This design comes from an exercise in tuning for small area, a short achievable clock period and few clock cycles per item on the open sky130 flow, not from production work. The RTL was checked by simulation tests, not by an equivalence proof against the original design. Power and IR drop assume default switching activity.

Design playback_rate_trim_controller, start of the top module:
module playback_rate_trim_controller #(
  parameter int AVERAGE_LENGTH = 128
) (
  input  logic        clk,
  input  logic        rst,
  input  logic        in_valid,
  output logic        in_stall,
  input  logic [24:0] in_data,
  output logic        out_valid,
  input  logic        out_stall,
  output logic [34:0] out_data,
  input  logic        cfg_valid,
  output logic        cfg_ready,
  input  logic [1:0]  cfg_index,
  input  logic [15:0] cfg_data
);
clock: 8.0 ns
lec_check: 0
abc_clock_period_in_ps: 3000
cap_margin: 20
core_margin: 2
core_utilization: 60
cts_cluster_diameter: 80
cts_cluster_size: 24
place_density: 0.75
setup_slack_margin: 4.6
slew_margin: 20
run.sh (not shown) runs the stock make flow with config.mk's settings and CLKGATE_MAP_FILE= SYNTH_SCRIPT=/design/flow/synth_recipe.tcl, a recipe that flattens the netlist after the stock synthesis.
The starting point completed without violations.
Testbench counts at the start, summed over its fixed seeds: cycles 2,200, items 2,048.
Next try:
--- a/flow/design.v
+++ b/flow/design.v
@@ -62,19 +62,19 @@
     end
   end
   always_ff @(posedge clk) begin
     tgt3 <= {2'b0, tgt} + {1'b0, tgt, 1'b0};
     fpb3 <= f3c;
     gain3 <= g3c;
     for (int s = 0; s < 8; s++) begin
       fen1[s] <= (fpb != 16'd0) && ((18'(fpb) >> (2 * s + 2)) == 18'd0);
       fen2[s] <= (fpb != 16'd0) && ((18'(fpb2) >> (2 * s + 2)) == 18'd0);
-      fen3[s] <= (fpb != 16'd0) && (18'(fpb) <= ((18'd1 << (2 * s + 2)) - 18'd1) / 18'd3);
+      fen3[s] <= (fpb != 16'd0) && ((f3c >> (2 * s + 2)) == 18'd0);
     end
   end
   logic       run;
   logic       in_take;
   logic [7:0]  occ_in;
   logic [15:0] dly_in;
   assign in_take  = in_valid & run & ~rst;
   assign dly_in   = in_data[0] ? in_data[16:1] : 16'd0;
   assign occ_in   = in_data[0] ? in_data[24:17] : {1'b0, tgt};
@@ -86,27 +86,27 @@
   logic [7:0] occ_s1;
   always_ff @(posedge clk) if (run) occ_s1 <= occ_in;
   logic [15:0] dr_s1;
   always_ff @(posedge clk) if (run) dr_s1 <= dly_in;
   logic [1:0] rsh_1;
   assign rsh_1 = dr_s1[15:14];
   logic [2:0] t1_2;
   assign t1_2 = {1'b0, rsh_1} - {1'b0, fpb[1:0]};
   logic [0:0] n1_3;
-  assign n1_3 = (fpb[15:2] == 14'd0) & (fpb[1:0] != 2'd0) & ~t1_2[2];
+  assign n1_3 = fen1[0] & ~t1_2[2];
   logic [2:0] t2_4;
-  assign t2_4 = {1'b0, rsh_1} - {1'b0, {fpb[0], 1'b0}};
+  assign t2_4 = {1'b0, rsh_1} - {1'b0, fpb2[1:0]};
   logic [0:0] n2_5;
-  assign n2_5 = (fpb == 16'd1) & ~t2_4[2];
+  assign n2_5 = fen2[0] & ~t2_4[2];
   logic [2:0] t3_6;
-  assign t3_6 = {1'b0, rsh_1} - {1'b0, {fpb[1] ^ fpb[0], fpb[0]}};
+  assign t3_6 = {1'b0, rsh_1} - {1'b0, fpb3[1:0]};
   logic [0:0] n3_7;
-  assign n3_7 = (fpb == 16'd1) & ~t3_6[2];
+  assign n3_7 = fen3[0] & ~t3_6[2];
   logic [1:0] rem_8;
   assign rem_8 = n3_7 ? t3_6[1:0] : n2_5 ? t2_4[1:0] : n1_3 ? t1_2[1:0] : rsh_1;
   logic [1:0] q1_9;
   assign q1_9 = {n2_5, n3_7 | (n1_3 & ~n2_5)};
   logic [13:0] dr_10;
   assign dr_10 = dr_s1[13:0];
   logic [3:0] rsh_11;
   assign rsh_11 = {rem_8, dr_10[13:12]};
   logic [4:0] t1_12;
@@ -857,37 +857,31 @@
   logic [13:0] hist [HL-1];
   logic [6:0]  fill;      
   logic [13:0] nx_old;    
   logic [20:0] dsum_m;
   logic [20:0] dsum_nx;   
   logic        push;
   assign push    = x_v & run;
   assign nx_old  = (fill == 7'(HL - 1)) ? hist[HL-2] : 14'd0;
   assign dsum_nx = dsum_m + {{7{x_d[13]}}, x_d};
-  logic [20:0] cs_a, cs_b, cs_n, cs_s, cs_c;
-  assign cs_a = dsum_m;
-  assign cs_b = {{7{x_d[13]}}, x_d};
-  assign cs_n = ~{{7{nx_old[13]}}, nx_old};
-  assign cs_s = cs_a ^ cs_b ^ cs_n;
-  assign cs_c = {(cs_a[19:0] & cs_b[19:0]) | (cs_a[19:0] & cs_n[19:0]) | (cs_b[19:0] & cs_n[19:0]), 1'b1};
   always_ff @(posedge clk) begin
     if (push) begin
       hist[0] <= x_d;
       for (int i = 1; i < HL - 1; i++) hist[i] <= hist[i-1];
     end
   end
   always_ff @(posedge clk) begin
     if (rst) begin
       fill   <= 7'd0;
       dsum_m <= 21'd0;
     end else if (push) begin
       if (fill != 7'(HL - 1)) fill <= fill + 7'd1;
-      dsum_m <= cs_s + cs_c;
+      dsum_m <= dsum_m + {{7{x_d[13]}}, x_d} - {{7{nx_old[13]}}, nx_old};
     end
   end
   logic [28:0] x_res, k_res;
   logic [34:0] o_res;
   logic        o_v, k_v;
   logic        take;
   logic        stall_q;
   assign x_res = {dsum_nx[20:7], x_d, x_cl};
   assign take  = o_v & ~out_stall;
Outcome:
- critical path depth goes up by 9
- via count shrinks by 3.0%
- hold slack gains 0.022 ns
- final area climbs by 0.40%
- area after synthesis shrinks by 1.3%
Testbench counts after the change, summed over its fixed seeds: cycles 2,200, items 2,048.


Another version of the RTL of playback_rate_trim_controller (not shown whole).
Size in the first run: about 2500 flip-flops, roughly 86 I/O pins, roughly 0.10 mm2 of cells after synthesis.
Settings: LEC_CHECK=0, ABC_CLOCK_PERIOD_IN_PS=3000, CAP_MARGIN=20, CORE_MARGIN=2, CORE_UTILIZATION=60, CTS_CLUSTER_DIAMETER=80, CTS_CLUSTER_SIZE=24, PLACE_DENSITY=0.75, SETUP_SLACK_MARGIN=4.6, SLEW_MARGIN=20; clock period 8.0 ns.
Testbench counts at the start, summed over its fixed seeds: cycles 2,200, items 2,048.
Change:
--- a/flow/design.v
+++ b/flow/design.v
@@ -850,40 +850,40 @@
   logic [0:0] v_s18;
   always_ff @(posedge clk) if (rst) v_s18 <= 1'b0; else if (run) v_s18 <= v_s17;
   logic [0:0] cl_s18;
   always_ff @(posedge clk) if (run) cl_s18 <= cl_156;
   logic [13:0] dd_s18;
   always_ff @(posedge clk) if (run) dd_s18 <= dd_159;
   assign x_v  = v_s18;
   assign x_d  = dd_s18;
   assign x_cl = cl_s18;
-  logic [13:0] hist [HL];
+  logic [13:0] hist [HL-1];
   logic [6:0]  fill;      
-  logic [20:0] dsum;      
-  logic [20:0] dsum_nx;
+  logic [13:0] nx_old;    
+  logic [20:0] dsum_m;
+  logic [20:0] dsum_nx;   
   logic        push;
   assign push    = x_v & run;
-  assign dsum_nx = dsum + {{7{x_d[13]}}, x_d} - {{7{hist[HL-1][13]}}, hist[HL-1]};
+  assign nx_old  = (fill == 7'(HL - 1)) ? hist[HL-2] : 14'd0;
+  assign dsum_nx = dsum_m + {{7{x_d[13]}}, x_d};
   always_ff @(posedge clk) begin
     if (push) begin
       hist[0] <= x_d;
       for (int i = 1; i < HL - 1; i++) hist[i] <= hist[i-1];
     end
   end
   always_ff @(posedge clk) begin
     if (rst) begin
-      fill       <= 7'd0;
-      dsum       <= 21'd0;
-      hist[HL-1] <= 14'd0;
+      fill   <= 7'd0;
+      dsum_m <= 21'd0;
     end else if (push) begin
       if (fill != 7'(HL - 1)) fill <= fill + 7'd1;
-      hist[HL-1] <= (fill == 7'(HL - 1)) ? hist[HL-2] : 14'd0;
-      dsum       <= dsum_nx;
+      dsum_m <= dsum_m + {{7{x_d[13]}}, x_d} - {{7{nx_old[13]}}, nx_old};
     end
   end
   logic [28:0] x_res, k_res;
   logic [34:0] o_res;
   logic        o_v, k_v;
   logic        take;
   logic        stall_q;
   assign x_res = {dsum_nx[20:7], x_d, x_cl};
   assign take  = o_v & ~out_stall;
The changed run ran to the end with no violations.
Synthesized cell count came out lower slightly.
Total power falls by a few percent.
Sequential power is about the same.
Critical path depth rose by 3.
Final cell count falls slightly.
Area after synthesis is lower slightly.
Testbench counts after the change, summed over its fixed seeds: cycles 2,200, items 2,048.


Setup of before:
Another version of the RTL of playback_rate_trim_controller (not shown whole).
Size in the first run: ~6400 cells after synthesis, about 86 I/O pins, ~100000 sq um of cells after synthesis.
export LEC_CHECK = 0
export ABC_CLOCK_PERIOD_IN_PS = 3000
export CAP_MARGIN = 20
export CORE_MARGIN = 2
export CORE_UTILIZATION = 60
export CTS_CLUSTER_DIAMETER = 80
export CTS_CLUSTER_SIZE = 24
export PLACE_DENSITY = 0.75
export SETUP_SLACK_MARGIN = 4.6
export SLEW_MARGIN = 20
create_clock -name core_clock -period 8.0 [get_ports {clk}]
Testbench counts of before, summed over its fixed seeds: cycles 2,200, items 2,048.
Input-level comparison between after and before:
diff --git a/flow/design.v b/flow/design.v
--- a/flow/design.v
+++ b/flow/design.v
@@ -872,43 +872,41 @@
   logic [6:0]  fill;      
   logic        full;      
   logic [13:0] nx_old;    
   logic [20:0] dsum_m;
   logic [20:0] dsum_nx;   
   logic        push;
   logic        push_q;
   logic        run_nx;
   assign push    = push_q;
-  assign nx_old  = hist[HL-2];
+  assign nx_old  = full ? hist[HL-2] : 14'd0;
   assign dsum_nx = dsum_m + {{7{x_d[13]}}, x_d};
   logic [20:0] cs_a, cs_b, cs_n, cs_s, cs_c;
   assign cs_a = dsum_m;
   assign cs_b = {{7{x_d[13]}}, x_d};
   assign cs_n = ~{{7{nx_old[13]}}, nx_old};
   assign cs_s = cs_a ^ cs_b ^ cs_n;
   assign cs_c = {(cs_a[19:0] & cs_b[19:0]) | (cs_a[19:0] & cs_n[19:0]) | (cs_b[19:0] & cs_n[19:0]), 1'b1};
   always_ff @(posedge clk) begin
     if (push) begin
       hist[0] <= x_d;
-      for (int i = 1; i < HL - 2; i++) hist[i] <= hist[i-1];
+      for (int i = 1; i < HL - 1; i++) hist[i] <= hist[i-1];
     end
   end
   always_ff @(posedge clk) begin
     if (rst) begin
-      fill       <= 7'd0;
-      full       <= 1'b0;
-      dsum_m     <= 21'd0;
-      hist[HL-2] <= 14'd0;
+      fill   <= 7'd0;
+      full   <= 1'b0;
+      dsum_m <= 21'd0;
     end else if (push) begin
       if (!full) fill <= fill + 7'd1;
       if (fill == 7'(HL - 2)) full <= 1'b1;
-      hist[HL-2] <= (full || fill == 7'(HL - 2)) ? hist[HL-3] : 14'd0;
-      dsum_m     <= cs_s + cs_c;
+      dsum_m <= cs_s + cs_c;
     end
   end
   logic [28:0] x_res, k_res;
   logic [34:0] o_res;
   logic        o_v, k_v;
   logic        take;
   logic        stall_q;
   assign x_res = {dsum_nx[20:7], x_d, x_cl};
   assign take  = o_v & ~out_stall;
==> run summary <==
Part of the Yosys area used for sequential elements on after is down relative to before. Timing endpoint of the critical path: dsum_m[20] -> after, pl_s11[19] -> before. Comparing before and after, the higher clock buffer instance count of the final layout was measured on before. [compare] base=before new=after: flip-flop and latch share of the layout cell area shrank by 0.44 points; via count of the first global-routing pass held steady. Final cell area: after above before.
Testbench counts of after, summed over its fixed seeds: cycles 2,200, items 2,048.

-- what the ideal ports hide --
In the flow no input, the clock included, has a driving cell. The finished layouts below were timed again as built, in two steps.
Step 1 (the two cells are an assumption about what drives the block):
set clk [get_ports {clk}]
set_driving_cell -lib_cell sky130_fd_sc_hd__clkbuf_16 $clk
set_driving_cell -lib_cell sky130_fd_sc_hd__buf_2 [delete_from_list [all_inputs] $clk]
Step 2 times the ports against the registers' clock, not the clock port: input delays grow and output delays shrink by t, the midpoint of the rising clock arrivals with the driver on.
Three values: ideal ports, drivers, drivers and shift; two values: the first two.
run	shift t [ns]	setup WS [ns]	worst register clock-pin slew, ns	worst slew at a driven data input, ns
the first run of note 1	0.883	4.491 / 4.491 / 4.491	0.10 / 0.10	0.12
the second run of note 1	0.886	3.584 / 3.584 / 3.584	0.11 / 0.11	0.07
the first run of note 2	0.901	4.115 / 4.115 / 4.115	0.10 / 0.10	0.11
the second run of note 2	0.887	3.967 / 3.967 / 3.967	0.10 / 0.10	0.04
before	0.879	4.635 / 4.592 / 4.560	0.10 / 0.10	0.05
after	0.892	4.499 / 4.499 / 4.377	0.10 / 0.10	0.05
After both steps setup and hold are still met in every run listed. For after, which loses most, drivers alone change the setup slack by 0.000 ns; drivers and shift together by -0.122 ns.
